From an optimization exercise on the open Yosys and OpenROAD flow, aimed at small area, a short achievable clock period and few clock cycles; shortcuts taken in it are not production practice.
Function was not checked in any run shown here: the RTL went through the layout flow alone.

==> flow/design.v (outline; a module is shown in full before it is edited, if it fits) <==
// module qsim_ctrl: 131 lines
// module real_mac: 1935 lines
// module imag_mac: 1935 lines
// module amp_writer: 77 lines
// module qsim_top: 142 lines
module qsim_top #(
  parameter int MAX_QUBITS = 4,
  parameter int MAX_GATES  = 4,
  localparam int MAX_N = 2 ** MAX_QUBITS,
  localparam int IN_AW = $clog2(MAX_N + 1),
  localparam int GT_AW = $clog2(MAX_GATES * MAX_N * MAX_N),
  localparam int SP_AW = MAX_QUBITS + 1
) (
  input  logic                  clk,
  input  logic                  reset_n,
  input  logic                  dut_valid,
  output logic                  dut_ready,
  output logic [IN_AW-1:0]      q_state_input_sram_read_address,
  input  qsim_pkg::word_t       q_state_input_sram_read_data,
  output logic [GT_AW-1:0]      q_gates_sram_read_address,
  input  qsim_pkg::word_t       q_gates_sram_read_data,
  output logic [SP_AW-1:0]      scratchpad_sram_read_address,
  input  qsim_pkg::word_t       scratchpad_sram_read_data,
  output logic                  scratchpad_sram_write_enable,
  output logic [SP_AW-1:0]      scratchpad_sram_write_address,
  output qsim_pkg::word_t       scratchpad_sram_write_data,
  output logic                  q_state_output_sram_write_enable,
  output logic [MAX_QUBITS-1:0] q_state_output_sram_write_address,
  output qsim_pkg::word_t       q_state_output_sram_write_data
);
  // ...
==> flow/flow/run.sh <==
#!/bin/bash
# Own layout flow: the standard ORFS flow (standard.sh) at the design's
# clock period and constraints, with these changes in how the layout is made:
#  * after the standard synthesis, flow/fa_polarity.py removes inverters
#    between full-adder cells (a full adder with all inputs and outputs
#    complemented is the same cell); registers are untouched;
#  * timing repair aims for SETUP_SLACK_MARGIN ns of setup slack, worst path
#    only (TNS_END_PERCENT 0), so the resizer works on the paths that set the
#    achieved period;
#  * port buffers are buf_2 instead of the default pick.
# Each step's full output goes to its own log file in this folder.
set -euo pipefail

export SETUP_SLACK_MARGIN=${SETUP_SLACK_MARGIN:-8.5}
export TNS_END_PERCENT=0
export BUFFER_PORTS_ARGS="-buffer_cell sky130_fd_sc_hd__buf_2"

RES=$(pwd)/orfs/results/$FLOW_PLATFORM/qsim_top/base

bash standard.sh "$RES/1_2_yosys.v" > log_synth.txt 2>&1
cp "$RES/1_2_yosys.v" 1_2_yosys_standard.v
python3 flow/fa_polarity.py 1_2_yosys_standard.v "$RES/1_2_yosys.v" > log_fa_polarity.txt 2>&1
bash standard.sh synth > log_synth_odb.txt 2>&1
bash standard.sh floorplan > log_floorplan.txt 2>&1
bash standard.sh place > log_place.txt 2>&1
bash standard.sh cts > log_cts.txt 2>&1
bash standard.sh route > log_route.txt 2>&1
bash standard.sh finish > log_finish.txt 2>&1
test -s out/final.def
==> flow/flow/fa_polarity.py <==
#!/usr/bin/env python3
"""Remove inverters around full-adder cells in a mapped sky130 netlist.

A full adder is self-dual: FA(~a, ~b, ~c) = (~sum, ~cout). Yosys's extract_fa
often picks the inverted form, which leaves inverters between the adders of a
multiplier tree. This pass chooses, for every fa cell, whether to use its
inputs and outputs as they are or all complemented, greedily lowering the
number of nets that need an inverted copy, and then rewires the inverters.
Registers and every other cell keep their names, types and connections.

usage: fa_polarity.py IN.v OUT.v
"""
import random
import re
import sys

CELL_RE = re.compile(r'^(\s*)(sky130_fd_sc_hd__\w+)\s+(\S+)\s*\((.*?)\);\s*$', re.S | re.M)
PIN_RE = re.compile(r'\.(\w+)\(([^()]*)\)')
OUT_PINS = {'X', 'Y', 'Q', 'Q_N', 'SUM', 'COUT', 'HI', 'LO'}
FA_IN = ('A', 'B', 'CIN')
FA_OUT = ('SUM', 'COUT')


def esc(n):
    # an escaped identifier ends at white space
    return n + " " if n.startswith("\\") else n


def is_inv(t):
    return re.match(r'sky130_fd_sc_hd__(clk)?inv_\d+$', t) is not None


def main(src, dst):
    text = open(src).read()
    if re.search(r'^\s*assign\s', text, re.M):
        # keep it simple: only netlists without assigns are rewritten
        open(dst, 'w').write(text)
        print("fa_polarity: assign statements present, netlist unchanged")
        return
    cells = []
    for m in CELL_RE.finditer(text):
        pins = [(p, n.strip()) for p, n in PIN_RE.findall(m.group(4))]
        cells.append({'type': m.group(2), 'name': m.group(3), 'pins': pins,
                      'span': m.span(), 'indent': m.group(1)})
    driver = {}
    loads = {}
    for ci, c in enumerate(cells):
        for p, n in c['pins']:
            if p in OUT_PINS:
                driver[n] = (ci, p)
            else:
                loads.setdefault(n, []).append((ci, p))
    # output ports count as fixed loads
    ports_out = set()
    for m in re.finditer(r'^\s*output\s+(\[[^\]]*\]\s*)?([^;]+);', text, re.M):
        for nm in m.group(2).split(','):
            ports_out.add(nm.strip())

    def port_load(n):
        base = n.split('[')[0].strip()
        return base in ports_out or n in ports_out

    fa = [ci for ci, c in enumerate(cells) if re.match(r'sky130_fd_sc_hd__fa_\d+$', c['type'])]
    fa_set = set(fa)
    XSWAP = {'sky130_fd_sc_hd__xor2_1': 'sky130_fd_sc_hd__xnor2_1',
             'sky130_fd_sc_hd__xnor2_1': 'sky130_fd_sc_hd__xor2_1'}
    xo = [ci for ci, c in enumerate(cells) if c['type'] in XSWAP]

    # roots: nets driven by a non-inverter (or undriven: inputs, constants)
    def root_of(n):
        d = driver.get(n)
        if d is not None and is_inv(cells[d[0]]['type']):
            a = dict(cells[d[0]]['pins'])['A']
            r, par = root_of(a)
            return r, par ^ 1
        return n, 0

    # a root is editable when its inverters are one level deep, feed only
    # ordinary cell pins, and neither the root nor an inverter output is a port
    inv_of = {}
    editable = {}
    for ci, c in enumerate(cells):
        if is_inv(c['type']):
            a = dict(c['pins'])['A']
            inv_of.setdefault(a, []).append(ci)

    def check_root(r):
        if r in editable:
            return editable[r]
        ok = True
        d = driver.get(r)
        if d is None or is_inv(cells[d[0]]['type']):
            ok = False
        for ci in inv_of.get(r, []):
            y = dict(cells[ci]['pins'])['Y']
            if port_load(y):
                ok = False
            for lc, lp in loads.get(y, []):
                if is_inv(cells[lc]['type']):
                    ok = False
        editable[r] = ok
        return ok

    # polarity-relevant roots: every FA input root and every FA output net
    roots = set()
    for ci in fa:
        pins = dict(cells[ci]['pins'])
        for p in FA_IN:
            roots.add(root_of(pins[p])[0])
        for p in FA_OUT:
            if p in pins:
                roots.add(pins[p])
    flippable = {}
    for ci in fa:
        pins = dict(cells[ci]['pins'])
        ok = all(check_root(root_of(pins[p])[0]) for p in FA_IN)
        ok = ok and all(check_root(pins[p]) for p in FA_OUT if p in pins)
        ok = ok and all(not port_load(pins[p]) for p in FA_OUT if p in pins)
        flippable[ci] = ok

    # for each editable root: its sinks as (cell, pin, parity)
    sinks = {}
    for r in roots:
        if not editable.get(r):
            continue
        lst = []
        for lc, lp in loads.get(r, []):
            if not is_inv(cells[lc]['type']):
                lst.append((lc, lp, 0))
        for ic in inv_of.get(r, []):
            y = dict(cells[ic]['pins'])['Y']
            for lc, lp in loads.get(y, []):
                lst.append((lc, lp, 1))
        sinks[r] = lst

    flip = {ci: 0 for ci in fa}
    drv_fa = {}
    for r in sinks:
        d = driver[r]
        drv_fa[r] = d[0] if d[0] in fa_set else None
    # an xor/xnor driving an editable root flips by becoming the other cell
    for ci in xo:
        pins = dict(cells[ci]['pins'])
        y = pins.get('X', pins.get('Y'))
        if y in sinks and not port_load(y):
            flip[ci] = 0
            flippable[ci] = True
            drv_fa[y] = ci

    def need(r, lc, par):
        v = par
        if drv_fa[r] is not None:
            v ^= flip[drv_fa[r]]
        if lc in fa_set:
            v ^= flip[lc]
        return v

    def cost(r):
        return 1 if any(need(r, lc, par) for lc, lp, par in sinks[r]) else 0

    touch = {ci: set() for ci in flip}
    for r, lst in sinks.items():
        if drv_fa[r] is not None:
            touch[drv_fa[r]].add(r)
        for lc, lp, par in lst:
            if lc in fa_set:
                touch[lc].add(r)

    before = sum(cost(r) for r in sinks)

    def descend():
        for _ in range(50):
            changed = 0
            for ci in cand:
                rs = touch[ci]
                c0 = sum(cost(r) for r in rs)
                flip[ci] ^= 1
                c1 = sum(cost(r) for r in rs)
                if c1 < c0:
                    changed += 1
                else:
                    flip[ci] ^= 1
            if not changed:
                break

    cand = [ci for ci in flip if flippable[ci] and all(r in sinks for r in touch[ci])]
    descend()
    best = dict(flip)
    best_cost = sum(cost(r) for r in sinks)
    rng = random.Random(1)
    for _ in range(200):
        for ci in cand:
            if rng.random() < 0.1:
                flip[ci] ^= 1
        descend()
        c = sum(cost(r) for r in sinks)
        if c < best_cost:
            best, best_cost = dict(flip), c
        else:
            flip.update(best)
    flip.update(best)
    after = sum(cost(r) for r in sinks)

    XSWAP_SET = set(ci for ci in xo if ci in flip)
    # rewrite connections
    newpins = {ci: dict(c['pins']) for ci, c in enumerate(cells)}
    order = {ci: [p for p, n in c['pins']] for ci, c in enumerate(cells)}
    delete = set()
    extra = []
    extra_wires = []
    nnew = 0
    for r, lst in sinks.items():
        invs = inv_of.get(r, [])
        inv_lst = [(lc, lp) for lc, lp, par in lst if need(r, lc, par)]
        pos_lst = [(lc, lp) for lc, lp, par in lst if not need(r, lc, par)]
        for lc, lp in pos_lst:
            newpins[lc][lp] = r
        if inv_lst:
            if invs:
                keep = invs[0]
                y = newpins[keep]['Y']
                for ic in invs[1:]:
                    delete.add(ic)
            else:
                nnew += 1
                y = f"fapol_n{nnew}"
                extra_wires.append(y)
                extra.append((f"fapol_i{nnew}", r, y))
            for lc, lp in inv_lst:
                newpins[lc][lp] = y
        else:
            for ic in invs:
                delete.add(ic)

    out = []
    pos = 0
    for ci, c in enumerate(cells):
        s, e = c['span']
        out.append(text[pos:s])
        pos = e
        if ci in delete:
            continue
        if ci in XSWAP_SET and flip.get(ci):
            # xor2 drives X, xnor2 drives Y
            o_old, o_new = ('X', 'Y') if 'X' in newpins[ci] else ('Y', 'X')
            newpins[ci][o_new] = newpins[ci].pop(o_old)
            order[ci] = [o_new if p == o_old else p for p in order[ci]]
            c = dict(c, type=XSWAP[c['type']])
        body = ",\n".join(f"{c['indent']}  .{p}({esc(newpins[ci][p])})" for p in order[ci])
        out.append(f"{c['indent']}{c['type']} {c['name']} (\n{body}\n{c['indent']});\n")
    out.append(text[pos:])
    res = "".join(out)
    if extra:
        decl = "".join(f"  wire {w};\n" for w in extra_wires)
        inst = "".join(f"  sky130_fd_sc_hd__inv_1 {n} (\n    .A({esc(a)}),\n    .Y({y})\n  );\n" for n, a, y in extra)
        idx = res.rindex("endmodule")
        res = res[:idx] + inst + res[idx:]
        m = re.search(r'^\s*wire\s', res, re.M)
        res = res[:m.start()] + "\n" + decl + res[m.start() + 1:]
    open(dst, 'w').write(res)
    print(f"fa_polarity: {len(fa)} full adders, {len(XSWAP_SET)} xor cells, {sum(flip.values())} flipped, "
          f"inverted nets {before} -> {after}, {len(delete)} inverters removed, {nnew} added")


if __name__ == "__main__":
    main(sys.argv[1], sys.argv[2])
==> flow/standard.sh <==
#!/bin/bash
# synth_recipe.tcl (not shown) runs the flow's synth.tcl, then flattens the netlist and writes it again
# the make line also repeats each setting of config.mk as NAME=value (left out here)
make -C /OpenROAD-flow-scripts/flow DESIGN_CONFIG=/design/flow/config.mk WORK_HOME=/design/flow/orfs CLKGATE_MAP_FILE= SYNTH_SCRIPT=/design/flow/synth_recipe.tcl "${@:-finish}"
==> flow/config.mk <==
export PLATFORM = sky130hd
export DESIGN_NAME = qsim_top
export DESIGN_NICKNAME = qsim_top
export VERILOG_FILES = /design/flow/design.v
export SDC_FILE = /design/flow/constraint.sdc
export NUM_CORES = 4
export LEC_CHECK = 0
export CAP_MARGIN = 20
export CORE_MARGIN = 2
export CORE_UTILIZATION = 60
export SLEW_MARGIN = 20
==> flow/constraint.sdc <==
create_clock -name core_clock -period 12.0 [get_ports {clk}]
set_input_delay 2.4000 -clock core_clock [delete_from_list [all_inputs] [get_ports {clk}]]
set_output_delay 2.4000 -clock core_clock [all_outputs]
set_load 0.01 [all_outputs]
==> impl_metrics.toml, run 1 <==
[global_routing]
grt_pass1_vias = 30600
met3_usage = 0.0943
track_usage = 0.372

[drt]
vias_per_cell = 6.59
drcViolationCount = 0
drt_first_pass_iters = 10

[logic_synthesis]
syn-num-nets = 4265

[sta]
final-hold-violation-count = 0
period_needed_ns = 3.70
drv_slew = 0
finalSetupViolCount = 0
worstMarginPinSlew_ns = 1.00

[floorplan]
taps = 837
initial_core_util = 0.606
dieArea_sq_mm = 0.0642

[clocking]
cts-root-buf = "clkbuf_16"
cts_max_level = 2
cts_setup_buffers = 13

[cells_and_area]
num-nonclk-inverters = 131
multi_input_area_sq_mm = 0.0267
buffer_area_frac = 0.101
final_cell_mix = "fa_1, a22oi_1, xnor2_1, dfxtp_1, xor2_1"
regArea_sq_mm = 0.00937
fin_cells = 4525
post-route-cell-area_sq_mm = 0.0438
dominant_cells = "multi-input gates"

[place]
dp_slack_ns = 7.75
placed_cells = 4296
dp_hpwl_microns = 71800
io_buffer_count = 194

[setup_path]
startpoint = "gr_two_a[4]"
rrSetupSlack_ns = 8.30
critPathKind = "reg2reg"
critical-path-top-cell-by-count = "fa_1"
arrival_ns = 4.19

[worst_hold_path]
hold_end = "ctrl_i.f_p[1]"

[job]
drv_cap = 0

[status]
status = "complete, no violations"
==> module qsim_ctrl, before the edit <==
module qsim_ctrl #(
  parameter int MAX_QUBITS = 4,
  parameter int MAX_GATES  = 4,
  localparam int MAX_N = 2 ** MAX_QUBITS,
  localparam int IN_AW = $clog2(MAX_N + 1),
  localparam int GT_AW = $clog2(MAX_GATES * MAX_N * MAX_N),
  localparam int SP_AW = MAX_QUBITS + 1
) (
  input  logic                  clk,
  input  logic                  reset_n,
  input  logic                  dut_valid,
  output logic                  dut_ready,
  output logic [IN_AW-1:0]      q_state_input_sram_read_address,
  input  qsim_pkg::word_t       q_state_input_sram_read_data,
  output logic [GT_AW-1:0]      q_gates_sram_read_address,
  output logic [SP_AW-1:0]      scratchpad_sram_read_address,
  output logic [MAX_QUBITS-1:0] n_m1,
  output logic [2:0]            m_reg,
  output logic                  use_in,
  output logic                  use_in_n,
  output logic [3:0]            acc_first,
  output logic                  row_done,
  input  logic                  job_done
);
  logic                  busy;
  logic                  hdr;
  logic [2:0]            q_reg;
  logic [MAX_QUBITS-1:0] col;
  logic [MAX_QUBITS-1:0] row;
  logic [2:0]            gate;
  logic [2:0]            stall;
  logic                  start;
  logic                  issue;
  logic                  row_end;
  logic                  gate_end;
  logic                  last_gate;
  logic                  first_t;
  logic [MAX_QUBITS-1:0] col_nx;
  logic [2:0]            gate_nx;
  logic [1:0]            f_p;
  logic [1:0]            f_n;
  logic [3:0]            f_o;
  logic [3:0]            last_d;
  assign n_m1 = ~({MAX_QUBITS{1'b1}} << q_reg);
  assign start     = dut_ready && dut_valid;
  assign issue     = busy && (stall == '0);
  assign row_end   = (col == n_m1) && !hdr;
  assign gate_end  = row_end && (row == n_m1);
  assign last_gate = (gate == m_reg - 1'b1);
  assign first_t   = issue && (col == '0);
  assign col_nx  = row_end ? '0 : col + 1'b1;
  assign gate_nx = gate_end ? gate + 1'b1 : gate;
  always_ff @(posedge clk or negedge reset_n)
  begin
    if (!reset_n)
    begin
      dut_ready                       <= 1'b1;
      busy                            <= 1'b0;
      hdr                             <= 1'b0;
      q_reg                           <= '0;
      m_reg                           <= '0;
      col                             <= '0;
      row                             <= '0;
      gate                            <= '0;
      stall                           <= '0;
      q_state_input_sram_read_address <= '0;
      q_gates_sram_read_address       <= '0;
      scratchpad_sram_read_address    <= '0;
      use_in                          <= 1'b0;
      use_in_n                        <= 1'b1;
      f_p                             <= '0;
      f_n                             <= '1;
      f_o                             <= 4'b1010;
      last_d                          <= '0;
    end
    else
    begin
      f_p    <= {f_p[0], first_t};
      f_n    <= {f_n[0], ~first_t};
      f_o    <= {~f_p[1], f_p[1], f_n[1], ~f_n[1]};
      last_d <= {last_d[2:0], issue && row_end};
      use_in   <= (gate == '0);
      use_in_n <= (gate != '0);
      if (job_done)
        dut_ready <= 1'b1;
      if (hdr)
      begin
        q_reg <= q_state_input_sram_read_data[qsim_pkg::WORD_W/2 +: 3];
        m_reg <= q_state_input_sram_read_data[0 +: 3];
      end
      if (start)
      begin
        dut_ready                          <= 1'b0;
        busy                               <= 1'b1;
        hdr                                <= 1'b1;
        q_state_input_sram_read_address[0] <= 1'b1;
      end
      else if (issue)
      begin
        hdr <= 1'b0;
        col <= col_nx;
        if (row_end)
          row <= gate_end ? '0 : row + 1'b1;
        gate <= gate_nx;
        q_gates_sram_read_address       <= q_gates_sram_read_address + 1'b1;
        q_state_input_sram_read_address <= IN_AW'(col_nx) + IN_AW'(1);
        scratchpad_sram_read_address    <= {~gate_nx[0], col_nx};
        if (gate_end)
        begin
          if (last_gate)
          begin
            busy                            <= 1'b0;
            gate                            <= '0;
            q_state_input_sram_read_address <= '0;
            q_gates_sram_read_address       <= '0;
          end
          else
          begin
            stall <= (n_m1 == 4'd1) ? 3'd4 : (n_m1 == 4'd3) ? 3'd2 : 3'd0;
          end
        end
      end
      else if (busy)
      begin
        stall <= stall - 1'b1;
      end
    end
  end
  assign acc_first = {~f_o[3], f_o[2], ~f_o[1], f_o[0]};
  assign row_done  = last_d[3];
endmodule
==> module amp_writer, before the edit <==
module amp_writer #(
  parameter int MAX_QUBITS = 4,
  parameter int SPLIT      = 18,
  localparam int SP_AW = MAX_QUBITS + 1,
  localparam int AW    = qsim_pkg::ACC_W
) (
  input  logic                  clk,
  input  logic                  reset_n,
  input  logic [MAX_QUBITS-1:0] n_m1,
  input  logic [2:0]            m_reg,
  input  logic [AW-SPLIT-1:0]   real_hi,
  input  logic [SPLIT-1:0]      real_lo,
  input  logic                  real_cy,
  input  logic [AW-SPLIT-1:0]   imag_hi,
  input  logic [SPLIT-1:0]      imag_lo,
  input  logic                  imag_cy,
  input  logic                  row_done,
  output logic                  job_done,
  output logic                  scratchpad_sram_write_enable,
  output logic [SP_AW-1:0]      scratchpad_sram_write_address,
  output qsim_pkg::word_t       scratchpad_sram_write_data,
  output logic                  q_state_output_sram_write_enable,
  output logic [MAX_QUBITS-1:0] q_state_output_sram_write_address,
  output qsim_pkg::word_t       q_state_output_sram_write_data
);
  localparam int SH = qsim_pkg::FRAC_BITS;
  logic [MAX_QUBITS-1:0] wr_row;
  logic [2:0]            wr_gate;
  logic                  wr_last_gate;
  logic                  wr_row_end;
  logic [SP_AW-1:0]      addr_q;
  qsim_pkg::word_t       word_q;
  logic [AW-1:0]         real_sum;
  logic [AW-1:0]         imag_sum;
  assign real_sum = {real_hi + (AW-SPLIT)'(real_cy), real_lo};
  assign imag_sum = {imag_hi + (AW-SPLIT)'(imag_cy), imag_lo};
  function automatic logic [15:0] saturate(input logic [AW-1:0] v);
    if (v[AW-1:SH+15] == '0 || v[AW-1:SH+15] == '1)
      saturate = v[SH+15:SH];
    else
      saturate = v[AW-1] ? 16'h8000 : 16'h7fff;
  endfunction
  assign wr_last_gate = (wr_gate == m_reg - 1'b1);
  assign wr_row_end   = (wr_row == n_m1);
  always_ff @(posedge clk or negedge reset_n)
  begin
    if (!reset_n)
    begin
      wr_row                           <= '0;
      wr_gate                          <= '0;
      job_done                         <= 1'b0;
      scratchpad_sram_write_enable     <= 1'b0;
      q_state_output_sram_write_enable <= 1'b0;
    end
    else
    begin
      scratchpad_sram_write_enable     <= row_done && !wr_last_gate;
      q_state_output_sram_write_enable <= row_done && wr_last_gate;
      job_done                         <= row_done && wr_last_gate && wr_row_end;
      if (row_done)
      begin
        wr_row <= wr_row_end ? '0 : wr_row + 1'b1;
        if (wr_row_end)
          wr_gate <= wr_last_gate ? '0 : wr_gate + 1'b1;
      end
    end
  end
  always_ff @(posedge clk)
  begin
    addr_q <= {wr_gate[0], wr_row};
    word_q <= {saturate(real_sum), saturate(imag_sum)};
  end
  assign scratchpad_sram_write_address     = addr_q;
  assign scratchpad_sram_write_data        = word_q;
  assign q_state_output_sram_write_address = addr_q[MAX_QUBITS-1:0];
  assign q_state_output_sram_write_data    = word_q;
endmodule
==> module qsim_top, before the edit <==
module qsim_top #(
  parameter int MAX_QUBITS = 4,
  parameter int MAX_GATES  = 4,
  localparam int MAX_N = 2 ** MAX_QUBITS,
  localparam int IN_AW = $clog2(MAX_N + 1),
  localparam int GT_AW = $clog2(MAX_GATES * MAX_N * MAX_N),
  localparam int SP_AW = MAX_QUBITS + 1
) (
  input  logic                  clk,
  input  logic                  reset_n,
  input  logic                  dut_valid,
  output logic                  dut_ready,
  output logic [IN_AW-1:0]      q_state_input_sram_read_address,
  input  qsim_pkg::word_t       q_state_input_sram_read_data,
  output logic [GT_AW-1:0]      q_gates_sram_read_address,
  input  qsim_pkg::word_t       q_gates_sram_read_data,
  output logic [SP_AW-1:0]      scratchpad_sram_read_address,
  input  qsim_pkg::word_t       scratchpad_sram_read_data,
  output logic                  scratchpad_sram_write_enable,
  output logic [SP_AW-1:0]      scratchpad_sram_write_address,
  output qsim_pkg::word_t       scratchpad_sram_write_data,
  output logic                  q_state_output_sram_write_enable,
  output logic [MAX_QUBITS-1:0] q_state_output_sram_write_address,
  output qsim_pkg::word_t       q_state_output_sram_write_data
);
  localparam int ND = qsim_pkg::NDIG;
  localparam int AW = qsim_pkg::ACC_W;
  localparam int K  = 18;
  logic [MAX_QUBITS-1:0] n_m1;
  logic [2:0]            m_reg;
  logic                  use_in;
  logic [3:0]            acc_first;
  logic                  row_done;
  logic                  job_done;
  logic [ND-1:0] gr_one, gr_two, gr_neg;
  logic [ND-1:0] gi_one, gi_two, gi_neg;
  logic [ND-1:0] gr_one_a, gr_two_a, gr_neg_a;
  logic [ND-1:0] gi_one_a, gi_two_a, gi_neg_a;
  qsim_pkg::word_t state_a;
  logic [AW-K-1:0] real_hi, imag_hi;
  logic [K-1:0]    real_lo, imag_lo;
  logic            real_cy, imag_cy;
  qsim_ctrl #(
    .MAX_QUBITS (MAX_QUBITS),
    .MAX_GATES  (MAX_GATES)
  ) ctrl_i (
    .clk                             (clk),
    .reset_n                         (reset_n),
    .dut_valid                       (dut_valid),
    .dut_ready                       (dut_ready),
    .q_state_input_sram_read_address (q_state_input_sram_read_address),
    .q_state_input_sram_read_data    (q_state_input_sram_read_data),
    .q_gates_sram_read_address       (q_gates_sram_read_address),
    .scratchpad_sram_read_address    (scratchpad_sram_read_address),
    .n_m1                            (n_m1),
    .m_reg                           (m_reg),
    .use_in                          (use_in),
    .use_in_n                        (),
    .acc_first                       (acc_first),
    .row_done                        (row_done),
    .job_done                        (job_done)
  );
  function automatic logic [3*ND-1:0] booth(input logic [15:0] y);
    logic [16:0] e;
    logic [ND-1:0] one, two, neg;
    e = {y, 1'b0};
    for (int j = 0; j < ND; j++)
    begin
      neg[j] = e[2*j+2];
      one[j] = e[2*j+1] ^ e[2*j];
      two[j] = (e[2*j+2] & ~e[2*j+1] & ~e[2*j]) | (~e[2*j+2] & e[2*j+1] & e[2*j]);
    end
    booth = {neg, two, one};
  endfunction
  assign {gr_neg, gr_two, gr_one} = booth(q_gates_sram_read_data[31:16]);
  assign {gi_neg, gi_two, gi_one} = booth(q_gates_sram_read_data[15:0]);
  always_ff @(posedge clk)
  begin
    gr_one_a <= gr_one;
    gr_two_a <= gr_two;
    gr_neg_a <= gr_neg;
    gi_one_a <= gi_one;
    gi_two_a <= gi_two;
    gi_neg_a <= gi_neg;
    state_a  <= use_in ? q_state_input_sram_read_data : scratchpad_sram_read_data;
  end
  real_mac real_mac_i (
    .clk      (clk),
    .ga_one   (gr_one_a),
    .ga_two   (gr_two_a),
    .ga_neg   (gr_neg_a),
    .xa       (state_a[31:16]),
    .gb_one   (gi_one_a),
    .gb_two   (gi_two_a),
    .gb_neg   (~gi_neg_a),
    .xb       (state_a[15:0]),
    .first_lo (acc_first[0]),
    .first_hi (acc_first[1]),
    .acc_hi   (real_hi),
    .acc_lo   (real_lo),
    .cy       (real_cy)
  );
  imag_mac imag_mac_i (
    .clk      (clk),
    .ga_one   (gr_one_a),
    .ga_two   (gr_two_a),
    .ga_neg   (gr_neg_a),
    .xa       (state_a[15:0]),
    .gb_one   (gi_one_a),
    .gb_two   (gi_two_a),
    .gb_neg   (gi_neg_a),
    .xb       (state_a[31:16]),
    .first_lo (acc_first[2]),
    .first_hi (acc_first[3]),
    .acc_hi   (imag_hi),
    .acc_lo   (imag_lo),
    .cy       (imag_cy)
  );
  amp_writer #(
    .MAX_QUBITS (MAX_QUBITS),
    .SPLIT      (K)
  ) writer_i (
    .clk                               (clk),
    .reset_n                           (reset_n),
    .n_m1                              (n_m1),
    .m_reg                             (m_reg),
    .real_hi                           (real_hi),
    .real_lo                           (real_lo),
    .real_cy                           (real_cy),
    .imag_hi                           (imag_hi),
    .imag_lo                           (imag_lo),
    .imag_cy                           (imag_cy),
    .row_done                          (row_done),
    .job_done                          (job_done),
    .scratchpad_sram_write_enable      (scratchpad_sram_write_enable),
    .scratchpad_sram_write_address     (scratchpad_sram_write_address),
    .scratchpad_sram_write_data        (scratchpad_sram_write_data),
    .q_state_output_sram_write_enable  (q_state_output_sram_write_enable),
    .q_state_output_sram_write_address (q_state_output_sram_write_address),
    .q_state_output_sram_write_data    (q_state_output_sram_write_data)
  );
endmodule
==> inputs of run 2 (changes only) <==
--- a/flow/design.v
+++ b/flow/design.v
@@ -29,16 +29,18 @@
   output logic [2:0]            m_reg,
   output logic                  use_in,
   output logic                  use_in_n,
   output logic [3:0]            acc_first,
   output logic                  row_done,
   input  logic                  job_done
 );
   logic                  busy;
+  logic                  job_active;
+  logic                  job_active_nx;
   logic                  hdr;
   logic [2:0]            q_reg;
   logic [MAX_QUBITS-1:0] col;
   logic [MAX_QUBITS-1:0] row;
   logic [2:0]            gate;
   logic [2:0]            stall;
   logic                  start;
   logic                  issue;
@@ -48,100 +50,115 @@
   logic                  first_t;
   logic [MAX_QUBITS-1:0] col_nx;
   logic [2:0]            gate_nx;
   logic [1:0]            f_p;
   logic [1:0]            f_n;
   logic [3:0]            f_o;
   logic [3:0]            last_d;
   assign n_m1 = ~({MAX_QUBITS{1'b1}} << q_reg);
-  assign start     = dut_ready && dut_valid;
+  assign start     = dut_ready && dut_valid && reset_n;
+  assign job_active_nx = (job_active || start) && !job_done;
   assign issue     = busy && (stall == '0);
   assign row_end   = (col == n_m1) && !hdr;
   assign gate_end  = row_end && (row == n_m1);
   assign last_gate = (gate == m_reg - 1'b1);
   assign first_t   = issue && (col == '0);
   assign col_nx  = row_end ? '0 : col + 1'b1;
   assign gate_nx = gate_end ? gate + 1'b1 : gate;
   always_ff @(posedge clk or negedge reset_n)
   begin
     if (!reset_n)
     begin
-      dut_ready                       <= 1'b1;
+      job_active                      <= 1'b0;
       busy                            <= 1'b0;
       hdr                             <= 1'b0;
       q_reg                           <= '0;
       m_reg                           <= '0;
       col                             <= '0;
       row                             <= '0;
       gate                            <= '0;
       stall                           <= '0;
-      q_state_input_sram_read_address <= '0;
-      q_gates_sram_read_address       <= '0;
-      scratchpad_sram_read_address    <= '0;
       use_in                          <= 1'b0;
       use_in_n                        <= 1'b1;
       f_p                             <= '0;
       f_n                             <= '1;
       f_o                             <= 4'b1010;
       last_d                          <= '0;
     end
     else
     begin
       f_p    <= {f_p[0], first_t};
       f_n    <= {f_n[0], ~first_t};
       f_o    <= {~f_p[1], f_p[1], f_n[1], ~f_n[1]};
       last_d <= {last_d[2:0], issue && row_end};
       use_in   <= (gate == '0);
       use_in_n <= (gate != '0);
-      if (job_done)
-        dut_ready <= 1'b1;
+      job_active <= job_active_nx;
       if (hdr)
       begin
         q_reg <= q_state_input_sram_read_data[qsim_pkg::WORD_W/2 +: 3];
         m_reg <= q_state_input_sram_read_data[0 +: 3];
       end
       if (start)
       begin
-        dut_ready                          <= 1'b0;
-        busy                               <= 1'b1;
-        hdr                                <= 1'b1;
-        q_state_input_sram_read_address[0] <= 1'b1;
+        busy <= 1'b1;
+        hdr  <= 1'b1;
       end
       else if (issue)
       begin
         hdr <= 1'b0;
         col <= col_nx;
         if (row_end)
           row <= gate_end ? '0 : row + 1'b1;
         gate <= gate_nx;
-        q_gates_sram_read_address       <= q_gates_sram_read_address + 1'b1;
-        q_state_input_sram_read_address <= IN_AW'(col_nx) + IN_AW'(1);
-        scratchpad_sram_read_address    <= {~gate_nx[0], col_nx};
         if (gate_end)
         begin
           if (last_gate)
           begin
-            busy                            <= 1'b0;
-            gate                            <= '0;
-            q_state_input_sram_read_address <= '0;
-            q_gates_sram_read_address       <= '0;
+            busy <= 1'b0;
+            gate <= '0;
           end
           else
           begin
             stall <= (n_m1 == 4'd1) ? 3'd4 : (n_m1 == 4'd3) ? 3'd2 : 3'd0;
           end
         end
       end
       else if (busy)
       begin
         stall <= stall - 1'b1;
       end
     end
   end
+  always_ff @(posedge clk)
+  begin
+    dut_ready <= !job_active_nx;
+    if (start)
+    begin
+      q_state_input_sram_read_address <= IN_AW'(1);
+      q_gates_sram_read_address       <= '0;
+    end
+    else if (issue)
+    begin
+      q_gates_sram_read_address       <= q_gates_sram_read_address + 1'b1;
+      q_state_input_sram_read_address <= IN_AW'(col_nx) + IN_AW'(1);
+      scratchpad_sram_read_address    <= {~gate_nx[0], col_nx};
+      if (gate_end && last_gate)
+      begin
+        q_state_input_sram_read_address <= '0;
+        q_gates_sram_read_address       <= '0;
+      end
+    end
+    else if (!busy)
+    begin
+      q_state_input_sram_read_address <= '0;
+      q_gates_sram_read_address       <= '0;
+    end
+  end
   assign acc_first = {~f_o[3], f_o[2], ~f_o[1], f_o[0]};
   assign row_done  = last_d[3];
 endmodule
 `timescale 1ns/1ps
 module real_mac (
   input  logic clk,
   input  logic [7:0] ga_one,
   input  logic [7:0] ga_two,
@@ -2074,30 +2091,38 @@
     acc_lo <= lo[17:0];
     cy     <= lo[18];
     acc_hi <= hi;
   end
 endmodule
 `timescale 1ns/1ps
 module imag_mac (
   input  logic clk,
-  input  logic [7:0] ga_one,
-  input  logic [7:0] ga_two,
-  input  logic [7:0] ga_neg,
-  input  logic [15:0] xa,
-  input  logic [7:0] gb_one,
-  input  logic [7:0] gb_two,
-  input  logic [7:0] gb_neg,
-  input  logic [15:0] xb,
+  input  logic [7:0] ga_one_n,
+  input  logic [7:0] ga_two_n,
+  input  logic [7:0] ga_neg_n,
+  input  logic [15:0] xa_n,
+  input  logic [7:0] gb_one_n,
+  input  logic [7:0] gb_two_n,
+  input  logic [7:0] gb_neg_n,
+  input  logic [15:0] xb_n,
   input  logic first_lo,
   input  logic first_hi,
   output logic [18:0] acc_hi,
   output logic [17:0] acc_lo,
   output logic cy
 );
+  logic [7:0] ga_one;
+  logic [7:0] ga_two;
+  logic [7:0] ga_neg;
+  logic [15:0] xa;
+  logic [7:0] gb_one;
+  logic [7:0] gb_two;
+  logic [7:0] gb_neg;
+  logic [15:0] xb;
   logic pp1;
   logic pp2;
   logic pp3;
   logic pp4;
   logic pp5;
   logic pp6;
   logic pp7;
   logic pp8;
@@ -3044,16 +3069,24 @@
   logic hc949;
   logic hs950;
   logic hc951;
   logic [36:0] acc_in;
   logic [36:0] sum_a;
   logic [36:0] sum_b;
   logic [18:0] lo;
   logic [18:0] hi;
+  assign ga_one = ~ga_one_n;
+  assign ga_two = ~ga_two_n;
+  assign ga_neg = ~ga_neg_n;
+  assign xa = ~xa_n;
+  assign gb_one = ~gb_one_n;
+  assign gb_two = ~gb_two_n;
+  assign gb_neg = ~gb_neg_n;
+  assign xb = ~xb_n;
   assign acc_in = {first_hi ? 19'd0 : acc_hi, first_lo ? 18'd0 : acc_lo};
   assign pp1 = (ga_one[0] & xa[0]) ^ ga_neg[0];
   assign pp2 = ((ga_one[0] & xa[1]) | (ga_two[0] & xa[0])) ^ ga_neg[0];
   assign pp3 = ((ga_one[0] & xa[2]) | (ga_two[0] & xa[1])) ^ ga_neg[0];
   assign pp4 = ((ga_one[0] & xa[3]) | (ga_two[0] & xa[2])) ^ ga_neg[0];
   assign pp5 = ((ga_one[0] & xa[4]) | (ga_two[0] & xa[3])) ^ ga_neg[0];
   assign pp6 = ((ga_one[0] & xa[5]) | (ga_two[0] & xa[4])) ^ ga_neg[0];
   assign pp7 = ((ga_one[0] & xa[6]) | (ga_two[0] & xa[5])) ^ ga_neg[0];
@@ -4059,34 +4092,32 @@
   assign wr_row_end   = (wr_row == n_m1);
   always_ff @(posedge clk or negedge reset_n)
   begin
     if (!reset_n)
     begin
       wr_row                           <= '0;
       wr_gate                          <= '0;
       job_done                         <= 1'b0;
-      scratchpad_sram_write_enable     <= 1'b0;
-      q_state_output_sram_write_enable <= 1'b0;
     end
     else
     begin
-      scratchpad_sram_write_enable     <= row_done && !wr_last_gate;
-      q_state_output_sram_write_enable <= row_done && wr_last_gate;
       job_done                         <= row_done && wr_last_gate && wr_row_end;
       if (row_done)
       begin
         wr_row <= wr_row_end ? '0 : wr_row + 1'b1;
         if (wr_row_end)
           wr_gate <= wr_last_gate ? '0 : wr_gate + 1'b1;
       end
     end
   end
   always_ff @(posedge clk)
   begin
+    scratchpad_sram_write_enable     <= row_done && !wr_last_gate;
+    q_state_output_sram_write_enable <= row_done && wr_last_gate;
     addr_q <= {wr_gate[0], wr_row};
     word_q <= {saturate(real_sum), saturate(imag_sum)};
   end
   assign scratchpad_sram_write_address     = addr_q;
   assign scratchpad_sram_write_data        = word_q;
   assign q_state_output_sram_write_address = addr_q[MAX_QUBITS-1:0];
   assign q_state_output_sram_write_data    = word_q;
 endmodule
@@ -4117,24 +4148,28 @@
   output qsim_pkg::word_t       q_state_output_sram_write_data
 );
   localparam int ND = qsim_pkg::NDIG;
   localparam int AW = qsim_pkg::ACC_W;
   localparam int K  = 18;
   logic [MAX_QUBITS-1:0] n_m1;
   logic [2:0]            m_reg;
   logic                  use_in;
+  logic                  use_in_n;
   logic [3:0]            acc_first;
   logic                  row_done;
   logic                  job_done;
   logic [ND-1:0] gr_one, gr_two, gr_neg;
   logic [ND-1:0] gi_one, gi_two, gi_neg;
   logic [ND-1:0] gr_one_a, gr_two_a, gr_neg_a;
   logic [ND-1:0] gi_one_a, gi_two_a, gi_neg_a;
+  logic [ND-1:0] gr_one_b, gr_two_b, gr_neg_b;
+  logic [ND-1:0] gi_one_b, gi_two_b, gi_neg_b;
   qsim_pkg::word_t state_a;
+  qsim_pkg::word_t state_b;
   logic [AW-K-1:0] real_hi, imag_hi;
   logic [K-1:0]    real_lo, imag_lo;
   logic            real_cy, imag_cy;
   qsim_ctrl #(
     .MAX_QUBITS (MAX_QUBITS),
     .MAX_GATES  (MAX_GATES)
   ) ctrl_i (
     .clk                             (clk),
@@ -4143,17 +4178,17 @@
     .dut_ready                       (dut_ready),
     .q_state_input_sram_read_address (q_state_input_sram_read_address),
     .q_state_input_sram_read_data    (q_state_input_sram_read_data),
     .q_gates_sram_read_address       (q_gates_sram_read_address),
     .scratchpad_sram_read_address    (scratchpad_sram_read_address),
     .n_m1                            (n_m1),
     .m_reg                           (m_reg),
     .use_in                          (use_in),
-    .use_in_n                        (),
+    .use_in_n                        (use_in_n),
     .acc_first                       (acc_first),
     .row_done                        (row_done),
     .job_done                        (job_done)
   );
   function automatic logic [3*ND-1:0] booth(input logic [15:0] y);
     logic [16:0] e;
     logic [ND-1:0] one, two, neg;
     e = {y, 1'b0};
@@ -4171,16 +4206,23 @@
   begin
     gr_one_a <= gr_one;
     gr_two_a <= gr_two;
     gr_neg_a <= gr_neg;
     gi_one_a <= gi_one;
     gi_two_a <= gi_two;
     gi_neg_a <= gi_neg;
     state_a  <= use_in ? q_state_input_sram_read_data : scratchpad_sram_read_data;
+    gr_one_b <= ~gr_one;
+    gr_two_b <= ~gr_two;
+    gr_neg_b <= ~gr_neg;
+    gi_one_b <= ~gi_one;
+    gi_two_b <= ~gi_two;
+    gi_neg_b <= ~gi_neg;
+    state_b  <= use_in_n ? ~scratchpad_sram_read_data : ~q_state_input_sram_read_data;
   end
   real_mac real_mac_i (
     .clk      (clk),
     .ga_one   (gr_one_a),
     .ga_two   (gr_two_a),
     .ga_neg   (gr_neg_a),
     .xa       (state_a[31:16]),
     .gb_one   (gi_one_a),
@@ -4190,24 +4232,24 @@
     .first_lo (acc_first[0]),
     .first_hi (acc_first[1]),
     .acc_hi   (real_hi),
     .acc_lo   (real_lo),
     .cy       (real_cy)
   );
   imag_mac imag_mac_i (
     .clk      (clk),
-    .ga_one   (gr_one_a),
-    .ga_two   (gr_two_a),
-    .ga_neg   (gr_neg_a),
-    .xa       (state_a[15:0]),
-    .gb_one   (gi_one_a),
-    .gb_two   (gi_two_a),
-    .gb_neg   (gi_neg_a),
-    .xb       (state_a[31:16]),
+    .ga_one_n (gr_one_b),
+    .ga_two_n (gr_two_b),
+    .ga_neg_n (gr_neg_b),
+    .xa_n     (state_b[15:0]),
+    .gb_one_n (gi_one_b),
+    .gb_two_n (gi_two_b),
+    .gb_neg_n (gi_neg_b),
+    .xb_n     (state_b[31:16]),
     .first_lo (acc_first[2]),
     .first_hi (acc_first[3]),
     .acc_hi   (imag_hi),
     .acc_lo   (imag_lo),
     .cy       (imag_cy)
   );
   amp_writer #(
     .MAX_QUBITS (MAX_QUBITS),
--- a/flow/flow/run.sh
+++ b/flow/flow/run.sh
@@ -2,23 +2,25 @@
 # Own layout flow: the standard ORFS flow (standard.sh) at the design's
 # clock period and constraints, with these changes in how the layout is made:
 #  * after the standard synthesis, flow/fa_polarity.py removes inverters
 #    between full-adder cells (a full adder with all inputs and outputs
 #    complemented is the same cell); registers are untouched;
 #  * timing repair aims for SETUP_SLACK_MARGIN ns of setup slack, worst path
 #    only (TNS_END_PERCENT 0), so the resizer works on the paths that set the
 #    achieved period;
-#  * port buffers are buf_2 instead of the default pick.
+#  * port buffers are buf_2 instead of the default pick;
+#  * clock tree synthesis adds no dummy loads.
 # Each step's full output goes to its own log file in this folder.
 set -euo pipefail
 
 export SETUP_SLACK_MARGIN=${SETUP_SLACK_MARGIN:-8.5}
 export TNS_END_PERCENT=0
 export BUFFER_PORTS_ARGS="-buffer_cell sky130_fd_sc_hd__buf_2"
+export CTS_ARGS="-sink_clustering_enable -repair_clock_nets -dont_use_dummy_load"
 
 RES=$(pwd)/orfs/results/$FLOW_PLATFORM/qsim_top/base
 
 bash standard.sh "$RES/1_2_yosys.v" > log_synth.txt 2>&1
 cp "$RES/1_2_yosys.v" 1_2_yosys_standard.v
 python3 flow/fa_polarity.py 1_2_yosys_standard.v "$RES/1_2_yosys.v" > log_fa_polarity.txt 2>&1
 bash standard.sh synth > log_synth_odb.txt 2>&1
 bash standard.sh floorplan > log_floorplan.txt 2>&1
==> impl_metrics.toml, run 2 <==
[setup_path]
r2r-end = "real_mac_i.cut759"
critPathTopFamily = "adder cells"
cpPeakStageDelay_ns = 0.62
required_ns = 12.45
cp-end-kind = "flip-flop"
arrival_ns = 4.10
critPathKind = "reg2reg"
cp_num_buf_inv = 1
critical-path-top-cell-by-count = "fa_1"
crit_fanout = 9
reg2reg_depth = 8
start_kind = "flip-flop"
rrSetupSlack_ns = 8.35
path_cells = "buf_4 > a22oi_1 > xnor2_1 > fa_1 > fa_1 > fa_1 > fa_1 > fa_1"
slowest_stage = "fa_1"
r2r-start = "state_a[28]"

[worst_hold_path]
hold_path_class = "reg2reg"
whs_path_depth = 0
hold_start = "ctrl_i.f_p[0]"
hold_end = "ctrl_i.f_p[1]"

[sta]
finalSetupViolCount = 0
finClkSkew_ns = 0.0858
fin_crit_sh = 0.304
period_needed_ns = 3.65
slew_headroom = 0.206
final-hold-violation-count = 0
fmax_ghz = 0.274
drv_slew = 0
tns_ns = 0
worstMarginPinSlew_ns = 1.19
rsz0062_at_grt = "true"

[clocking]
cts_max_level = 2
cts_tree = "yes"
cts.sinks = 527
cts_made_buffers = 58
clock_latency_ns = 0.66
cts.clk_slew.worst_paths_ns = 0.06
hold_buffers = 0
cts.path.max_buffers = 3
cts-root-buf = "clkbuf_16"

[cells_and_area]
final_cell_mix = "fa_1, xnor2_1, dfxtp_1, o22ai_1, a22oi_1"
final_common_cell = "fa_1"
regArea_sq_mm = 0.0112
multi_input_area_sq_mm = 0.0264
nNetsFinal = 4494
reg_top3 = "state_a x32, state_b x32, writer_i.word_q x32"
n_fill_cell = 5039
syn_to_final_growth_pct = 9.44
drive_gt1_frac = 0.162

[floorplan]
rows = 93
ioPinCount = 195
die_h_microns = 260
die_x_microns = 260
core_area_sq_mm = 0.0646
initial_core_util = 0.608
dieArea_sq_mm = 0.0675

[job]
drv_cap = 0

[global_routing]
grt_pass1_vias = 29800
antenna_found_initial = 14
track_usage = 0.339
grt_overflow = 0
grt_pass1_wl_microns = 175000
grt_max_degree = 48

[logic_synthesis]
avgSynthCellArea_sq_um = 10.5
syn-num-nets = 4483
yosys_warnings = 5
synth_cells = 3733
synth_area_sq_mm = 0.0393

[drt]
vias = 28900
vias_per_cell = 6.27
drcViolationCount = 0
maxUsedRoutingLayer = "met5"
route.met2.wl_microns = 51000
route.antenna.remaining_nets = 0
m1WireLength_microns = 46800
drt_first_pass_iters = 6
first_iter_violations = 2834
routedWlPerCell_microns = 25.0
wl_met3_microns = 13600
wl_microns = 115000

[place]
dp_hpwl_microns = 84100
place.gp.congestion = 0.957
io_buffer_count = 194

[status]
status = "complete, no violations"
[run 2: layer usage]
layer	vias to the layer above	global-route usage
met5	-	0
met4	12	0.0998
met3	289	0.108
met2	1660	0.518
met1	14400	0.462
li1	12500	-
[run 2: metrics by stage]
step / setup slack (ns) / cell area [sq um] / std cells / utilization / hold slack [ns]
3_5_place_dp: 7.06 / 40100 / 4450 / 0.621 / 0.336
2_1_floorplan: 8.47 / 39700 / 3733 / - / 0.331
5_1_grt: 8.27 / 43000 / 4599 / 0.665 / 0.355
3_3_place_gp: 7.21 / 40100 / 4450 / 0.621 / 0.334
6_report: 8.35 / 43000 / 4602 / 0.665 / 0.350
4_1_cts: 8.34 / 42000 / 4524 / 0.651 / 0.352
[run 2: what timing repair did]
action	4_1_cts	5_1_grt
endpoints found under the hold margin	0	0
cloned	0	1
pin swaps	10	53
setup buffers	16	72
setup endpoints to repair	174	172
gates resized for setup	174	91
[run 2: worst max path at each step]
stage,from,end,depth (start not counted)
6_report,state_a[28],real_mac_i.cut759,8
5_1_grt,imag_mac_i.cut779,imag_mac_i.acc_hi[18],13
4_1_cts,ctrl_i.q_gates_sram_read_address[0],q_gates_sram_read_address[0],1
3_5_place_dp,reset_n,ctrl_i.q_gates_sram_read_address[9],6
3_3_place_gp,reset_n,ctrl_i.q_gates_sram_read_address[4],6
2_1_floorplan,dut_valid,ctrl_i.q_gates_sram_read_address[9],6
[run 2: final cells by class]
class | count | area share
flip-flops and latches | 527 | 0.260
well taps | 855 | 0.0249
repair buffers | 327 | 0.0496
multi-input cells | 2640 | 0.614
clock buffers | 58 | 0.0338
diodes | 5 | 0.000291
inverters | 190 | 0.0173
==> inputs of run 3 (changes only) <==
--- a/flow/flow/run.sh
+++ b/flow/flow/run.sh
@@ -12,7 +12,7 @@
 # Each step's full output goes to its own log file in this folder.
 set -euo pipefail
 
-export SETUP_SLACK_MARGIN=${SETUP_SLACK_MARGIN:-8.5}
+export SETUP_SLACK_MARGIN=${SETUP_SLACK_MARGIN:-9.0}
 export TNS_END_PERCENT=0
 export BUFFER_PORTS_ARGS="-buffer_cell sky130_fd_sc_hd__buf_2"
 export CTS_ARGS="-sink_clustering_enable -repair_clock_nets -dont_use_dummy_load"
==> impl_metrics.toml, run 3 <==
[sta]
slew_headroom = 0.328
tns_ns = 0
fin_crit_sh = 0.303
finClkSkew_ns = 0.103
rsz0062_at_grt = "true"
period_needed_ns = 3.64
fmax_ghz = 0.275
holdWs_ns = 0.343
drv_slew = 0
worst_slack_ns = 8.36
finalSetupViolCount = 0
worstMarginPinSlew_ns = 1.01
final-hold-violation-count = 0

[place]
place.gp.congestion = 0.986
dp_hpwl_microns = 85200
dp_slack_ns = 7.70
io_buffer_count = 194
placed_cells = 4468

[logic_synthesis]
avgSynthCellArea_sq_um = 10.5
synth_area_sq_mm = 0.0393
yosys_warnings = 5
syn-num-nets = 4483
synth_cells = 3733

[floorplan]
die_x_microns = 260
ioPinCount = 195
initial_core_util = 0.608
rows = 93
core_area_sq_mm = 0.0646
dieArea_sq_mm = 0.0675
die_h_microns = 260

[global_routing]
antenna_found_initial = 10
grt_pass1_wl_microns = 180000
track_usage = 0.350
grt_pass1_vias = 29900
grt_max_degree = 48
grt_overflow = 0

[clocking]
cts.path.max_buffers = 3
cts_max_level = 2
cts.sinks = 527
cts_tree = "yes"
cts-root-buf = "clkbuf_16"
cts_made_buffers = 57
hold_buffers = 0
clock_latency_ns = 0.67
cts.clk_slew.worst_paths_ns = 0.06

[cells_and_area]
drive_gt1_frac = 0.165
final_cell_mix = "fa_1, xnor2_1, dfxtp_1, xor2_1, o22ai_1"
fin_cells = 4561
syn_to_final_growth_pct = 9.07
nNetsFinal = 4455
final_util = 0.663
final_common_cell = "fa_1"
reg_top3 = "state_a x32, state_b x32, writer_i.word_q x32"

[worst_hold_path]
hold_path_class = "reg2reg"

[drt]
vias_per_cell = 6.32
first_iter_violations = 3046
wl_microns = 117000
routedWlPerCell_microns = 25.6
route.antenna.remaining_nets = 0
drcViolationCount = 0
drt_first_pass_iters = 6
vias = 28800

[setup_path]
arrival_ns = 4.10
critPathKind = "reg2reg"
cp-end-kind = "flip-flop"
start_kind = "flip-flop"
required_ns = 12.47
crit_fanout = 16

[status]
status = "complete, no violations"

[job]
drv_cap = 0
==> run 3: worst max-delay path, cell delays in order (launching register included) <==
cell     delay, ns
dfxtp_1       0.91
o22ai_1       0.23
xnor2_1       0.20
fa_1          0.52
fa_1          0.61
fa_1          0.46
fa_1          0.48
==> run 3: layout make-up <==
cell class | instances | area (sq um)
Sequential cell | 527 | 11100
Inverter | 190 | 741
Clock buffer | 57 | 1430
Antenna cell | 3 | 7.51
Tap cell | 855 | 1070
Multi-Input combinational cell | 2640 | 26700
Timing Repair Buffer | 289 | 1800
Fill cell | 5078 | 21800
==> run 3: timing repair <==
item,CTS,global route
resized for setup,176,42
setup endpoints to repair,310,296
pin swaps,18,12
setup buffers,25,8
gates cloned,0,0
==> run 3: metal layers <==
| metal | up-vias | routed length [microns] | global-route usage |
|---|---|---|---|
| met4 | 6 | 4260 | 0.118 |
| met3 | 317 | 13000 | 0.0910 |
| met5 | - | 35 | 0 |
| li1 | 12400 | - | - |
| met2 | 1706 | 52000 | 0.539 |
| met1 | 14300 | 47400 | 0.481 |
==> run 3: final timing paths <==
check	startpoint	slack (ns)	cells past startpoint	endpoint
worst max-delay path	state_b[19]	8.36	6	imag_mac_i.cut762
worst min-delay path	ctrl_i.last_d[0]	0.34	0	ctrl_i.last_d[1]
worst max register to register	state_b[19]	8.36	6	imag_mac_i.cut762
worst min register to register	ctrl_i.last_d[0]	0.34	0	ctrl_i.last_d[1]
max in group asynchronous	reset_n	9.88	2	ctrl_i.f_n[1]
min in group asynchronous	reset_n	1.76	2	ctrl_i.row[3]
==> run 3: metrics by stage <==
stage | area (sq um)
finish | 42800
global route | 42800
CTS | 42600
detailed placement | 40500
global placement | 40500
floorplan | 40500
==> inputs of run 4 (changes only) <==
--- a/flow/design.v
+++ b/flow/design.v
@@ -36,6 +36,8 @@
   logic                  busy;
   logic                  job_active;
   logic                  job_active_nx;
+  logic [GT_AW-1:0]      gate_addr_n;
+  logic [GT_AW-1:0]      gate_addr_nx;
   logic                  hdr;
   logic [2:0]            q_reg;
   logic [MAX_QUBITS-1:0] col;
@@ -55,7 +57,7 @@
   logic [3:0]            f_o;
   logic [3:0]            last_d;
   assign n_m1 = ~({MAX_QUBITS{1'b1}} << q_reg);
-  assign start     = dut_ready && dut_valid && reset_n;
+  assign start     = !job_active && dut_valid && reset_n;
   assign job_active_nx = (job_active || start) && !job_done;
   assign issue     = busy && (stall == '0);
   assign row_end   = (col == n_m1) && !hdr;
@@ -63,6 +65,16 @@
   assign last_gate = (gate == m_reg - 1'b1);
   assign first_t   = issue && (col == '0);
   assign col_nx  = row_end ? '0 : col + 1'b1;
+  always_comb
+  begin
+    gate_addr_nx = ~gate_addr_n;
+    if (start)
+      gate_addr_nx = '0;
+    else if (issue)
+      gate_addr_nx = (gate_end && last_gate) ? '0 : ~gate_addr_n + 1'b1;
+    else if (!busy)
+      gate_addr_nx = '0;
+  end
   assign gate_nx = gate_end ? gate + 1'b1 : gate;
   always_ff @(posedge clk or negedge reset_n)
   begin
@@ -132,26 +144,22 @@
   always_ff @(posedge clk)
   begin
     dut_ready <= !job_active_nx;
+    gate_addr_n               <= ~gate_addr_nx;
+    q_gates_sram_read_address <= gate_addr_nx;
     if (start)
     begin
       q_state_input_sram_read_address <= IN_AW'(1);
-      q_gates_sram_read_address       <= '0;
     end
     else if (issue)
     begin
-      q_gates_sram_read_address       <= q_gates_sram_read_address + 1'b1;
       q_state_input_sram_read_address <= IN_AW'(col_nx) + IN_AW'(1);
       scratchpad_sram_read_address    <= {~gate_nx[0], col_nx};
       if (gate_end && last_gate)
-      begin
         q_state_input_sram_read_address <= '0;
-        q_gates_sram_read_address       <= '0;
-      end
     end
     else if (!busy)
     begin
       q_state_input_sram_read_address <= '0;
-      q_gates_sram_read_address       <= '0;
     end
   end
   assign acc_first = {~f_o[3], f_o[2], ~f_o[1], f_o[0]};
--- a/flow/flow/run.sh
+++ b/flow/flow/run.sh
@@ -4,16 +4,16 @@
 #  * after the standard synthesis, flow/fa_polarity.py removes inverters
 #    between full-adder cells (a full adder with all inputs and outputs
 #    complemented is the same cell); registers are untouched;
-#  * timing repair aims for SETUP_SLACK_MARGIN ns of setup slack, worst path
-#    only (TNS_END_PERCENT 0), so the resizer works on the paths that set the
-#    achieved period;
+#  * timing repair aims for SETUP_SLACK_MARGIN ns of setup slack on the worst
+#    10% of endpoints (TNS_END_PERCENT 10), so the resizer works on the paths
+#    that set the achieved period;
 #  * port buffers are buf_2 instead of the default pick;
 #  * clock tree synthesis adds no dummy loads.
 # Each step's full output goes to its own log file in this folder.
 set -euo pipefail
 
 export SETUP_SLACK_MARGIN=${SETUP_SLACK_MARGIN:-9.0}
-export TNS_END_PERCENT=0
+export TNS_END_PERCENT=10
 export BUFFER_PORTS_ARGS="-buffer_cell sky130_fd_sc_hd__buf_2"
 export CTS_ARGS="-sink_clustering_enable -repair_clock_nets -dont_use_dummy_load"
 
==> impl_metrics.toml, run 4 <==
[status]
status = "complete, no violations"

[clocking]
cts_tree = "yes"
cts.path.max_buffers = 3
cts.sinks = 537
cts_made_buffers = 57
clock_latency_ns = 0.66
cts_max_level = 2
cts-root-buf = "clkbuf_16"
cts.clk_slew.worst_paths_ns = 0.06

[worst_hold_path]
hold_path_class = "reg2reg"
hold_end = "ctrl_i.f_n[1]"
hold_start = "ctrl_i.f_n[0]"
whs_path_depth = 0

[global_routing]
antenna_found_initial = 15
grt_pass1_vias = 30700
grt_pass1_wl_microns = 182000
track_usage = 0.351
grt_overflow = 0
grt_max_degree = 48

[cells_and_area]
final_common_cell = "fa_1"
syn_to_final_growth_pct = 14.5
reg_top3 = "state_a x32, state_b x32, writer_i.word_q x32"
n_fill_cell = 4926
drive_gt1_frac = 0.229
nNetsFinal = 4634
final_cell_mix = "fa_1, xnor2_1, dfxtp_1, xor2_1, o22ai_1"

[setup_path]
cp-end-kind = "flip-flop"
path_cells = "and2_4 > fa_1 > fa_2 > fa_2 > a21o_1 > a21oi_4 > o21a_1 > o31ai_2 > o22a_2 > a31o_4 > a211oi_2"
slowest_stage = "dfstp_4"
start_kind = "flip-flop"
arrival_ns = 4.21
r2r-end = "real_mac_i.acc_hi[18]"
critPathKind = "reg2reg"
reg2reg_depth = 11
startpoint = "ctrl_i.f_o[1]"
rrSetupSlack_ns = 8.30
required_ns = 12.52
cpPeakStageDelay_ns = 0.71
critical-path-top-cell-by-count = "fa_2"
crit_fanout = 4
r2r-start = "ctrl_i.f_o[1]"

[logic_synthesis]
synth_area_sq_mm = 0.0397
yosys_warnings = 5
synth_cells = 3774
syn-num-nets = 4524
avgSynthCellArea_sq_um = 10.5

[drt]
first_iter_violations = 2829
vias = 29900
vias_per_cell = 6.28
routedWlPerCell_microns = 25.3
drcViolationCount = 0
wl_microns = 120000
drt_first_pass_iters = 7
route.antenna.remaining_nets = 0

[sta]
tns_ns = 0
slew_headroom = 0.372
fmax_ghz = 0.271
worstMarginPinSlew_ns = 0.939
finClkSkew_ns = 0.0849
period_needed_ns = 3.70
drv_slew = 0
rsz0062_at_grt = "true"
finalSetupViolCount = 0
fin_crit_sh = 0.308
final-hold-violation-count = 0
holdWs_ns = 0.349

[floorplan]
dieArea_sq_mm = 0.0683
die_x_microns = 261
core_area_sq_mm = 0.0656
rows = 94
die_h_microns = 261
ioPinCount = 195
initial_core_util = 0.605

[place]
dp_hpwl_microns = 84100
place.gp.congestion = 0.958
io_buffer_count = 194

[job]
drv_cap = 0
-- run 4: metrics by stage --
step,setup slack (ns),cell area (sq um),utilization,cells
floorplan,8.58,41300,-,3774
global placement,7.71,40900,0.623,4499
detailed placement,7.63,40900,0.623,4499
CTS,8.28,44400,0.677,4692
global route,8.23,45400,0.693,4753
finish,8.30,45500,0.693,4757
-- run 4: layout make-up --
| type | count | area (sq um) | share of cell area |
|---|---|---|---|
| repair buffers | 417 | 3020 | 0.0664 |
| inverters | 192 | 754 | 0.0166 |
| multi-input cells | 2679 | 27800 | 0.610 |
| flip-flops and latches | 537 | 11400 | 0.251 |
| well taps | 864 | 1080 | 0.0238 |
| clock buffers | 57 | 1430 | 0.0314 |
| diodes | 11 | 27.5 | 0.000606 |
-- run 4: worst max-delay path by stage --
| stage | endpoint | slack [ns] | cells past startpoint |
|---|---|---|---|
| 6_report | real_mac_i.acc_hi[18] | 8.30 | 11 |
| 5_1_grt | real_mac_i.acc_hi[16] | 8.23 | 11 |
| 4_1_cts | imag_mac_i.acc_hi[17] | 8.28 | 10 |
| 3_5_place_dp | ctrl_i.q_gates_sram_read_address[9] | 7.63 | 7 |
| 3_3_place_gp | ctrl_i.q_gates_sram_read_address[9] | 7.71 | 7 |
| 2_1_floorplan | ctrl_i.gate_addr_n[8] | 8.58 | 5 |
-- run 4: repair_timing --
action / in CTS / in global routing
cloned: 0 / 3
resized for setup: 356 / 126
pin swaps: 88 / 64
hold endpoints to repair: 0 / 0
endpoints found under the setup margin: 306 / 297
buffers inserted: 136 / 51
hold buffers: 0 / 0
-- run 4: worst max-delay path, delay by kind of cell, from the launching register on --
kind / cells / cell delay [ns]
AOI/OAI and AO/OA: 7 / 1.41
and+or+nand+nor: 1 / 0.17
DFF: 1 / 0.71
adders and majority gates: 3 / 1.25
-- run 4: routing by layer --
metal  track usage  part of all wire  vias up
met5             0           0.00016        -
met4         0.156             0.051        2
met3        0.0739             0.092      380
met2         0.549              0.46     1559
met1         0.473              0.40    15000
li1              -                 -    12900
==> inputs of run 5 (changes only) <==
--- a/flow/flow/run.sh
+++ b/flow/flow/run.sh
@@ -8,14 +8,14 @@
 #    10% of endpoints (TNS_END_PERCENT 10), so the resizer works on the paths
 #    that set the achieved period;
 #  * port buffers are buf_2 instead of the default pick;
-#  * clock tree synthesis adds no dummy loads.
+#  * clock tree synthesis adds no dummy loads and uses clkbuf_8 below the root.
 # Each step's full output goes to its own log file in this folder.
 set -euo pipefail
 
 export SETUP_SLACK_MARGIN=${SETUP_SLACK_MARGIN:-9.0}
 export TNS_END_PERCENT=10
 export BUFFER_PORTS_ARGS="-buffer_cell sky130_fd_sc_hd__buf_2"
-export CTS_ARGS="-sink_clustering_enable -repair_clock_nets -dont_use_dummy_load"
+export CTS_ARGS="-sink_clustering_enable -repair_clock_nets -dont_use_dummy_load -buf_list sky130_fd_sc_hd__clkbuf_8 -root_buf sky130_fd_sc_hd__clkbuf_16"
 
 RES=$(pwd)/orfs/results/$FLOW_PLATFORM/qsim_top/base
 
==> impl_metrics.toml, run 5 <==
[sta]
drv_slew = 0
fin_crit_sh = 0.303
rsz0062_at_grt = "true"
fmax_ghz = 0.275
period_needed_ns = 3.64
slew_headroom = 0.333
final-hold-violation-count = 0
tns_ns = 0
finClkSkew_ns = 0.0740
finalSetupViolCount = 0
worstMarginPinSlew_ns = 0.997

[cells_and_area]
drive_gt1_frac = 0.244
reg_top3 = "state_a x32, state_b x32, writer_i.word_q x32"
syn_to_final_growth_pct = 14.5
regArea_sq_mm = 0.0114
final_cell_mix = "fa_1, xnor2_1, dfxtp_1, xor2_1, o22ai_1"
final_common_cell = "fa_1"
multi_input_area_sq_mm = 0.0279
nNetsFinal = 4677
final_util = 0.693
n_fill_cell = 4922

[job]
drv_cap = 0

[drt]
vias = 29900
wl_microns = 120000
route.antenna.remaining_nets = 0
drt_first_pass_iters = 6
drcViolationCount = 0
routedWlPerCell_microns = 24.9
first_iter_violations = 2790
vias_per_cell = 6.22

[floorplan]
die_x_microns = 261
rows = 94
dieArea_sq_mm = 0.0683
die_h_microns = 261
core_area_sq_mm = 0.0656
ioPinCount = 195
initial_core_util = 0.605

[setup_path]
reg2reg_depth = 12
crit_fanout = 3
r2r-start = "imag_mac_i.cut776"
cp-end-kind = "flip-flop"
r2r-end = "imag_mac_i.acc_hi[18]"
required_ns = 12.48
critPathKind = "reg2reg"
rrSetupSlack_ns = 8.36
arrival_ns = 4.11
start_kind = "flip-flop"

[logic_synthesis]
yosys_warnings = 5
synth_area_sq_mm = 0.0397
avgSynthCellArea_sq_um = 10.5
synth_cells = 3774
syn-num-nets = 4524

[clocking]
cts-root-buf = "clkbuf_16"
cts.sinks = 537
cts_made_buffers = 92
clock_latency_ns = 0.61
cts_max_level = 3
cts_tree = "yes"
cts.clk_slew.worst_paths_ns = 0.06
cts.path.max_buffers = 3
hold_buffers = 0

[global_routing]
grt_pass1_vias = 30900
antenna_found_initial = 17
grt_max_degree = 48
grt_pass1_wl_microns = 182000
track_usage = 0.351
grt_overflow = 0

[worst_hold_path]
hold_path_class = "reg2reg"
whs_path_depth = 0
hold_end = "ctrl_i.f_p[1]"
hold_start = "ctrl_i.f_p[0]"

[place]
io_buffer_count = 194
place.gp.congestion = 0.955
dp_hpwl_microns = 84500

[status]
status = "complete, no violations"
-- run 5: worst max path at each step --
stage	start	slack, ns	endpoint	cells after the start
5_1_grt	imag_mac_i.cut776	8.27	imag_mac_i.acc_hi[18]	12
2_1_floorplan	dut_valid	8.58	ctrl_i.gate_addr_n[8]	5
3_3_place_gp	reset_n	7.71	ctrl_i.q_gates_sram_read_address[9]	7
4_1_cts	ctrl_i.f_o[3]	8.33	imag_mac_i.acc_hi[11]	10
3_5_place_dp	reset_n	7.64	ctrl_i.q_gates_sram_read_address[9]	7
6_report	imag_mac_i.cut776	8.36	imag_mac_i.acc_hi[18]	12
-- run 5: what timing repair did --
| action | 4_1_cts | 5_1_grt |
|---|---|---|
| pin swaps | 113 | 70 |
| setup endpoints to repair | 302 | 284 |
| cloned | 0 | 3 |
| endpoints found under the hold margin | 0 | 0 |
| setup buffers | 158 | 34 |
| resized for setup | 367 | 129 |
-- run 5: routing by layer --
| layer | track usage | up-vias | wire length, microns |
|---|---|---|---|
| met5 | 0 | - | 9 |
| met4 | 0.142 | 2 | 5110 |
| met3 | 0.0734 | 313 | 10800 |
| met2 | 0.557 | 1499 | 55300 |
| met1 | 0.473 | 15100 | 48300 |
| li1 | - | 13000 | - |
-- run 5: area by class of cell --
class                           instances  share of cell area
Timing Repair Buffer                  425              0.0658
Tap cell                              864              0.0238
Antenna cell                            9            0.000495
Inverter                              192              0.0166
Clock buffer                           92              0.0301
Multi-Input combinational cell       2679               0.613
Sequential cell                       537               0.251
-- run 5: worst max-delay path, cell delays in order (launching register included) --
cell and delay (ns):
dfxtp_1 0.31, fa_1 0.51, fa_1 0.47, fa_2 0.40, fa_2 0.35, inv_2 0.09, nor2b_4 0.04, o31a_1 0.31
o21a_2 0.24, o211ai_1 0.31, a21o_1 0.21, nand2_2 0.07, a311oi_2 0.23
-- run 5: through the flow --
step / instances / setup WS, ns / hold WS (ns) / area (sq um)
after floorplan: 3774 / 8.58 / 0.331 / 41300
after global placement: 4502 / 7.71 / 0.339 / 40900
after detailed placement: 4502 / 7.64 / 0.336 / 40900
after CTS: 4752 / 8.33 / 0.355 / 44600
after global routing: 4796 / 8.27 / 0.358 / 45500
final: 4798 / 8.36 / 0.347 / 45500

==> port drivers added, routing unchanged <==
Ports are ideal in the flow. The routed layouts listed here were re-timed in OpenROAD.
Step 1 assumes that a clkbuf_16 drives the clock port and a buf_2 every other input.
Step 2 also shifts input and output timing later by t, the mid clock arrival at the registers, as if the neighbouring blocks saw the same clock.
Slacks: ideal / step 1 / step 2; pairs: ideal / step 1.
| run | t, ns | setup WS [ns] | slew at the worst register clock pin (ns) | worst slew at a driven data input, ns |
|---|---|---|---|---|
| run 1 | 0.688 | 8.303 / 8.261 / 7.999 | 0.07 / 0.07 | 0.08 |
| run 2 | 0.680 | 8.352 / 8.293 / 7.908 | 0.06 / 0.06 | 0.11 |
| run 3 | 0.681 | 8.364 / 8.356 / 7.965 | 0.06 / 0.06 | 0.14 |
| run 4 | 0.685 | 8.304 / 8.304 / 8.251 | 0.07 / 0.07 | 0.14 |
| run 5 | 0.649 | 8.363 / 8.345 / 8.218 | 0.07 / 0.07 | 0.14 |
After both steps setup and hold are still met in every run listed. The setup slack of run 2, which loses most, moves by -0.059 ns with the drivers and by -0.444 ns with both steps.
